This is an optimization exercise on Yosys and OpenROAD, whose aim is small area, not a production implementation. Only simulation tests tie the RTL to the original design; equivalence was not proved. Power and IR drop assume default switching activity.

<file path="run.sh">
#!/bin/bash
# synth_recipe.tcl (not shown) runs the flow's synth.tcl, then flattens the netlist and writes it again
# the make line also repeats each setting of config.mk as NAME=value (left out here)
make -C /OpenROAD-flow-scripts/flow DESIGN_CONFIG=/design/flow/config.mk WORK_HOME=/design/flow/orfs CLKGATE_MAP_FILE= SYNTH_SCRIPT=/design/flow/synth_recipe.tcl finish
</file>
<file path="config.mk">
export PLATFORM = sky130hd
export DESIGN_NAME = stackCalculator
export DESIGN_NICKNAME = stackCalculator
export VERILOG_FILES = /design/flow/design.v
export SDC_FILE = /design/flow/constraint.sdc
export NUM_CORES = 4
export LEC_CHECK = 0
export CAP_MARGIN = 20
export CORE_MARGIN = 2
export CORE_UTILIZATION = 40
export SLEW_MARGIN = 20
</file>
<file path="constraint.sdc">
create_clock -name core_clock -period 6.0 [get_ports {CLK}]
set_input_delay 1.2000 -clock core_clock [delete_from_list [all_inputs] [get_ports {CLK}]]
set_output_delay 1.2000 -clock core_clock [all_outputs]
set_load 0.01 [all_outputs]
</file>
<file path="design.v">
`default_nettype none
package stackPkg;
    localparam int DEFAULT_ADDR_WIDTH = 7;    
    localparam int DATA_WIDTH = 8;
    typedef logic [DATA_WIDTH-1:0] dataWord;
endpackage
`default_nettype wire
`default_nettype none
package commandPkg;
    typedef logic [3:0] buttonCode;
    typedef enum logic [2:0] {
        cmdNone,
        cmdPush,      
        cmdPop,       
        cmdAdd,       
        cmdSub,       
        cmdTop,       
        cmdIncAddr,   
        cmdDecAddr    
    } calcCommand;
    localparam buttonCode BTN_RELEASED = 4'b0000;   
    localparam buttonCode BTN_CLEAR    = 4'b1010;   
    localparam buttonCode BTN_PUSH     = 4'b0001;
    localparam buttonCode BTN_POP      = 4'b0010;
    localparam buttonCode BTN_ADD      = 4'b0101;
    localparam buttonCode BTN_SUB      = 4'b0110;
    localparam buttonCode BTN_TOP      = 4'b1001;
    localparam buttonCode BTN_DEC_ADDR = 4'b1110;
    localparam buttonCode BTN_INC_ADDR = 4'b1101;
    typedef enum logic [3:0] {
        stIdle,
        stPushWrite,       
        stReadFirst,       
        stCaptureFirst,    
        stClearFirst,      
        stReadSecond,      
        stCaptureSecond,   
        stWriteResult,     
        stPopWrite         
    } seqState;
endpackage
`default_nettype wire
`default_nettype none
module stackMemory
(
    input  wire logic         CLK,
    input  wire logic [7:0]   tapWe,      
    input  wire logic [7:0]   wrData,     
    output logic [7:0][7:0]   tapRd       
);
    logic [127:0][7:0] ring;
    always_comb
    begin
        for (int j = 0; j < 8; j++)
            tapRd[j] = ring[(16 * j + 127) % 128];
    end
    logic [127:0][7:0] ringNext;
    always_comb
    begin
        for (int i = 0; i < 128; i++)
        begin
            if ((i % 16) == 0)
                ringNext[i] = tapWe[i / 16] ? wrData : ring[(i + 127) % 128];
            else
                ringNext[i] = ring[i - 1];
        end
    end
    always_ff @(posedge CLK)
    begin
        ring <= ringNext;
    end
endmodule
`default_nettype wire
`default_nettype none
import stackPkg::*;
import commandPkg::*;
module stackCalculator
(
    input  wire logic      CLK,
    input  wire logic      rst,
    input  commandPkg::buttonCode      buttons,
    input  stackPkg::dataWord        switches,
    output logic [7:0]     leds,
    output stackPkg::dataWord        displayValue
);
    localparam logic [6:0] EMPTY_ADDR = 7'h7F;
    localparam logic [1:0] K_PUSH = 2'd0;    
    localparam logic [1:0] K_SHOW = 2'd1;    
    localparam logic [1:0] K_ADD  = 2'd2;    
    localparam logic [1:0] K_SUB  = 2'd3;    
    logic [6:0] rot;           
    logic       armed;
    logic [6:0] sp;
    logic [6:0] da;
    stackPkg::dataWord dv;
    logic       pendZ;         
    logic       pendD;         
    logic       sFirst;        
    logic [1:0] kind;
    stackPkg::dataWord opnd;   
    logic isPush, isPop, isAdd, isSub, isTop, isInc, isDec, isClear, isCmd, fire;
    assign isPush  = (buttons == BTN_PUSH);
    assign isPop   = (buttons == BTN_POP);
    assign isAdd   = (buttons == BTN_ADD);
    assign isSub   = (buttons == BTN_SUB);
    assign isTop   = (buttons == BTN_TOP);
    assign isInc   = (buttons == BTN_INC_ADDR);
    assign isDec   = (buttons == BTN_DEC_ADDR);
    assign isClear = (buttons == BTN_CLEAR);
    assign isCmd   = isPush | isPop | isAdd | isSub | isTop | isInc | isDec;
    assign fire    = armed & isCmd;
    logic empty, canCombine;
    assign empty      = (sp == EMPTY_ADDR);
    assign canCombine = (sp != EMPTY_ADDR) && (sp != (EMPTY_ADDR - 7'd1));
    logic [6:0] spN, daN;
    logic       pendZN, pendDN, sFirstN, dvSet;
    logic [1:0] kindN;
    always_comb
    begin
        spN     = sp;
        daN     = da;
        pendZN  = pendZ;
        pendDN  = pendD;
        sFirstN = sFirst;
        kindN   = kind;
        dvSet   = 1'b0;
        if (fire)
        begin
            pendZN  = 1'b0;
            pendDN  = 1'b0;
            sFirstN = 1'b0;
            if (isPush)
            begin
                spN    = sp - 7'd1;
                daN    = sp;
                pendDN = 1'b1;
                kindN  = K_PUSH;
                dvSet  = 1'b1;
            end
            else if ((isPop && !empty) || ((isAdd || isSub) && canCombine))
            begin
                spN    = sp + 7'd1;
                daN    = sp + 7'd2;
                pendZN = 1'b1;
                pendDN = 1'b1;
                kindN  = isAdd ? K_ADD : (isSub ? K_SUB : K_SHOW);
            end
            else if (isTop || isInc || isDec)
            begin
                daN    = isTop ? (sp + 7'd1) : (isInc ? (da + 7'd1) : (da - 7'd1));
                pendDN = 1'b1;
                kindN  = K_SHOW;
            end
        end
    end
    logic hitZ, hitD;
    logic [2:0] tap;
    logic [7:0][7:0] tapRd;
    stackPkg::dataWord rd;
    assign hitZ = pendZN && (rot[3:0] == spN[3:0]);
    assign hitD = pendDN && (rot[3:0] == daN[3:0]);
    assign tap  = rot[6:4] - (hitZ ? spN[6:4] : daN[6:4]);
    assign rd   = tapRd[tap];
    logic isSubK;
    stackPkg::dataWord result;
    assign isSubK = (kindN == K_SUB);
    always_comb
    begin
        if (!isSubK)
            result = rd + opnd;
        else if (hitZ)
            result = ~(rd + opnd);       
        else
            result = rd - opnd;          
    end
    logic       we;
    stackPkg::dataWord wrData;
    always_comb
    begin
        we     = 1'b0;
        wrData = '0;
        if (hitZ)
        begin
            we = 1'b1;                   
        end
        else if (hitD)
        begin
            case (kindN)
                K_PUSH:
                begin
                    we     = 1'b1;
                    wrData = switches;
                end
                K_ADD, K_SUB:
                begin
                    if (!pendZN)
                    begin
                        we     = 1'b1;
                        wrData = sFirstN ? dv : result;
                    end
                end
                default: ;
            endcase
        end
    end
    logic [7:0] tapWe;
    always_comb
    begin
        tapWe = '0;
        tapWe[tap] = we;
    end
    stackMemory i_stackMemory (
        .CLK    (CLK),
        .tapWe  (tapWe),
        .wrData (wrData),
        .tapRd  (tapRd)
    );
    always_ff @(posedge CLK)
    begin
        rot <= rot + 7'd1;
    end
    always_ff @(posedge CLK)
    begin
        if (rst)
        begin
            armed  <= 1'b1;
            sp     <= EMPTY_ADDR;
            da     <= '0;
            dv     <= '0;
            pendZ  <= 1'b0;
            pendD  <= 1'b0;
        end
        else
        begin
            if (buttons == BTN_RELEASED)
                armed <= 1'b1;
            else if (isCmd)
                armed <= 1'b0;
            pendZ  <= pendZN;
            pendD  <= pendDN;
            sFirst <= sFirstN;
            kind   <= kindN;
            if (hitZ)
            begin
                pendZ <= 1'b0;
                if (kindN[1])
                begin
                    if (sFirstN)
                        dv <= result;    
                    else
                        opnd <= rd;      
                end
            end
            else if (hitD)
            begin
                if (kindN == K_PUSH || kindN == K_SHOW)
                begin
                    pendD <= 1'b0;
                    if (kindN == K_SHOW)
                        dv <= rd;
                end
                else if (pendZN)
                begin
                    sFirst <= 1'b1;      
                    opnd   <= isSubK ? ~rd : rd;
                end
                else
                begin
                    pendD <= 1'b0;
                    if (!sFirstN)
                        dv <= result;
                end
            end
            if (isClear)
            begin
                sp <= EMPTY_ADDR;
                da <= '0;
                dv <= '0;
            end
            else
            begin
                sp <= spN;
                da <= daN;
                if (dvSet)
                    dv <= switches;
            end
        end
    end
    assign leds         = {empty, da};
    assign displayValue = dv;
endmodule
`default_nettype wire
</file>
==> summary.md <==
## Outcome
* complete, but fails checks — outcome
* negative setup slack — failing layout criteria

## Clock tree
* 0.06 ns — CTS clk-pin slew, worst paths
* 3 — H-tree level count
* 94 — cts bufs inserted
* 1067 — clock sinks
* 3 — clk buf depth
* done — TritonCTS clock tree
* 0 — post-cts hold buffer count
* 0.66 ns — worst skew pair latency
* clkbuf_16 — root buffer selected by CTS

## GRT
* 14.80% — total global-route track usage
* 21 — largest net degree at the start of global routing
* 12980 — number of global-route vias before repair
* 74820 um — wire length of the first global-routing pass
* 4 — initial antenna violation count
* 0 — total grt overflow

## Placed design
* 0.8848 — routability congestion estimate
* -2.562 ns — worst slack at placement
* 29140 um2 — Placed Area
* 29 — Buffers on Ports
* 33080 um — DPL Wire Length

## Routing
* 0 — Final ANT Viol Nets
* 49460 um — aggregate routed wire length
* 5 — iteration count of the initial detailed-routing pass
* 12840 — Vias
* 4.341 — average vias per placed instance
* 675 — Initial DRC Count
* 16.73 um — final routed wire length divided by cell count
* 0 — detailed-route DRC error count

## Pwr
* 261.7 uV — peak supply drop
* 13.69 nW — static leakage power
* 415.2 nW/um2 — power density normalized to cell area

## Floorplanning
* 64700 um2 — core region area
* 67630 um2 — area of the die
* 260.1 um — horizontal extent of the die
* 93 — Cell Rows
* 260.1 um — height of the die
* 30 — ports placed on the boundary
* 40.54% — starting density of the core

## Critical path
* 0.52 ns — delay contributed by the slowest stage of the critical path
* 6.56 ns — worst path required time
* 8 — maximum fanout encountered on the critical timing path
* in -> reg — critical setup path kind
* flop — type of destination of the critical path
* buf_6 — crit-path most repeated cell
* simple AND/OR/NAND/NOR gates — kind of cell adding the most delay to the critical path
* 7.90 ns — data arrival time of the critical path
* fa_1 — CP max-delay cell
* 8 — number of buffers and inverters on the critical path
* input port — kind of start point of the critical path

## STA
* 1.089 ns — Worst-Margin Slew
* 7.332 ns — final period demand of the worst path
* 27.37% — Slew Limit Headroom
* 0 — final hold vios
* yes — unrepaired setup endpoints after global routing
* 0.2921 ns — final hold slack
* 0 — count of final max-slew check failures
* 122.2% — post-route clock period utilization
* 0.04152 ns — Post-Route Skew
* 71 — number of failing setup endpoints in the final timing report
* 136.4 MHz — Achievable Freq
* -1.332 ns — final setup slack of the worst path

## Synthesis
* dfxtp_1 — most common cell in the netlist
* 1067 — register bit count reported by yosys
* dfxtp_1 — Synth Flop Type
* 1697 — synthesized instance count
* 2 — Yosys warning total
* 11 — number of enable flip-flop cells after synthesis
* 0% — Synth async-reset ratio
* 90 — count of distinct cell types in the synthesized netlist
* 80.60% — Yosys top cell area share
* dfxtp_1 — biggest area consumer among synthesized cells
* 4.771% — multiplexer share of the synthesized area
* 4.212% — area share of and/or/nand/nor cells after synthesis
* dfxtp_1 (81%), mux2_2 (2.6%), ha_1 (1.4%) — dominant cells by area after synthesis
* dfxtp_1 (1056), mux2_2 (61), nor2_1 (60), nand2_1 (49), a21oi_1 (43) — leading post-synthesis cells by instance count
* 15.46 um2 — mean instance size in the synthesized netlist
* 1.736% — Post-Synth Adder-Cell Area
* multiplexers — largest family of logic cells by synthesized area
* 4.689% — fraction of the mapped netlist area in compound gates
* 1.488% — fraction of synthesized cell area in xor and xnor cells
* 26230 um2 — cell area after technology mapping
* 1745 — net count after synthesis
* 81.86% — share of the yosys chip area belonging to registers

## Cells and area
* 2063 — Layout Nets
* 51.82% — post-layout util
* 27.84% — layout-stage area growth over the synthesis result
* 5348 — number of fill cells in the layout
* 33530 um2 — final design instance area without fill
* 28.40% — ratio of cells with drive above 1 in the final layout

## Worst hold path
* reg -> reg — hold crit path type

## Run
* 0 — MaxCap Viol Count

==> state kept, by name, summed over array words and instances (netlist names) <==
name	cells
opnd	8
pendD	1
i_stackMemory.ring	1024
armed	1
sp	7
rot	7
dv	8
sFirst	1
kind	2
da	7
pendZ	1
==> final timing paths <==
| check | startpoint | to | slack [ns] | cells after the start |
|---|---|---|---|---|
| worst max-delay path | buttons[1] | i_stackMemory.ring[391] | -1.33 | 32 |
| worst min-delay path | i_stackMemory.ring[729] | i_stackMemory.ring[737] | 0.29 | 0 |
| worst max register to register | sp[1] | i_stackMemory.ring[391] | -1.10 | 29 |
| worst min register to register | i_stackMemory.ring[729] | i_stackMemory.ring[737] | 0.29 | 0 |
==> repair_timing <==
action                     in CTS  in global routing
cloned                          2                  0
resized for setup             132                 48
setup buffers                  31                 12
pin swaps                      48                 38
setup endpoints to repair      72                 72
==> through the flow <==
step,setup TNS [ns],power [mW],instances
3_5_place_dp,-143.93,7.738,2738
3_3_place_gp,-139.94,7.738,2738
2_1_floorplan,-67.24,7.529,1697
6_report,-53.52,13.92,2957
4_1_cts,-48.04,14.07,2945
5_1_grt,-71.19,14.40,2951
==> worst reg2reg max path: cells and delay by family (launching register included) <==
kind,cells,cell delay (ns)
AOI/OAI and AO/OA,10,1.77
xor gates and xnor gates,1,0.25
adders and majority gates,4,1.31
buffers and inverters,5,0.51
DFF,1,0.39
muxes,4,1.19
and+or+nand+nor,5,1.61
==> final cells by class <==
type                            instances  area [um2]  share of cell area [%]
Sequential cell                      1067       21470                   64.04
Multi-Input combinational cell        554        5228                   15.59
Clock buffer                          131        2753                   8.210
Timing Repair Buffer                  259        2192                   6.538
Tap cell                              855        1070                   3.191
Clock inverter                         45       644.4                   1.922
Inverter                               39       153.9                  0.4590
Antenna cell                            7       17.52                 0.05224
==> power by group <==
group / leakage [nW] / total [mW] / switching, mW / internal, mW
sequential: 8.60 / 7.11 / 0.00934 / 7.10
clock: 1.68 / 6.27 / 2.58 / 3.69
combinational: 3.40 / 0.539 / 0.283 / 0.256
total: 13.7 / 13.9 / 2.87 / 11.1
==> kinds of logic (layout without fill, tap and decap cells) <==
kind of cell	Yosys count	after routing
AND/OR/NAND/NOR	210	210
other	0	7
multiplexers	94	94
flip-flops	1067	1067
AO/OA/AOI/OAI	174	174
buffers and inverters	76	474
adder cells (fa/ha/maj)	34	34
XOR/XNOR	42	42
==> layer usage <==
layer | GRT usage (%) | vias to the layer above | wire [um]
met3 | 3.168 | 95 | 2363
met5 | 0 | - | 0
li1 | - | 6321 | -
met1 | 20.31 | 6158 | 24110
met2 | 22.68 | 262 | 21410
met4 | 6.222 | 0 | 1568
==> layout by cell type, fill, tap and decap left out, types with 16 or more instances in the layout <==
cell type and n:
a21oi_1 31, mux2_2 18, clkbuf_16 95, buf_6 18, nand2_1 46, clkinv_2 20
xnor2_1 23, o21ai_0 26, clkdlybuf4s50_1 25, mux2_4 49, buf_4 205, clkbuf_8 24
ha_1 20, dfxtp_1 1056, nor2_1 52, mux4_2 16, inv_1 29, nand3_1 16

static timing again, ports no longer ideal:
No port has a modelled driver above. Below, the same layout with a new extraction and two added sets of constraints. Step 1 assumes that a clkbuf_16 drives the clock port and a buf_2 every other input. Step 2 times the ports against the registers' clock, not the clock port: input delays grow and output delays shrink by t, the midpoint of the rising clock arrivals with the driver on. Three values: ideal, step 1, step 2; two values: the first two.
t (ns): 0.694
setup slack, ns: -1.332 / -1.308 / -2.001
worst setup path after step 2: input to register
slew at the worst register clock pin (ns): 0.08 / 0.08
worst data-port slew with drivers (ns): 0.04
For this run, drivers alone change the setup slack by +0.024 ns; drivers and shift together by -0.669 ns.
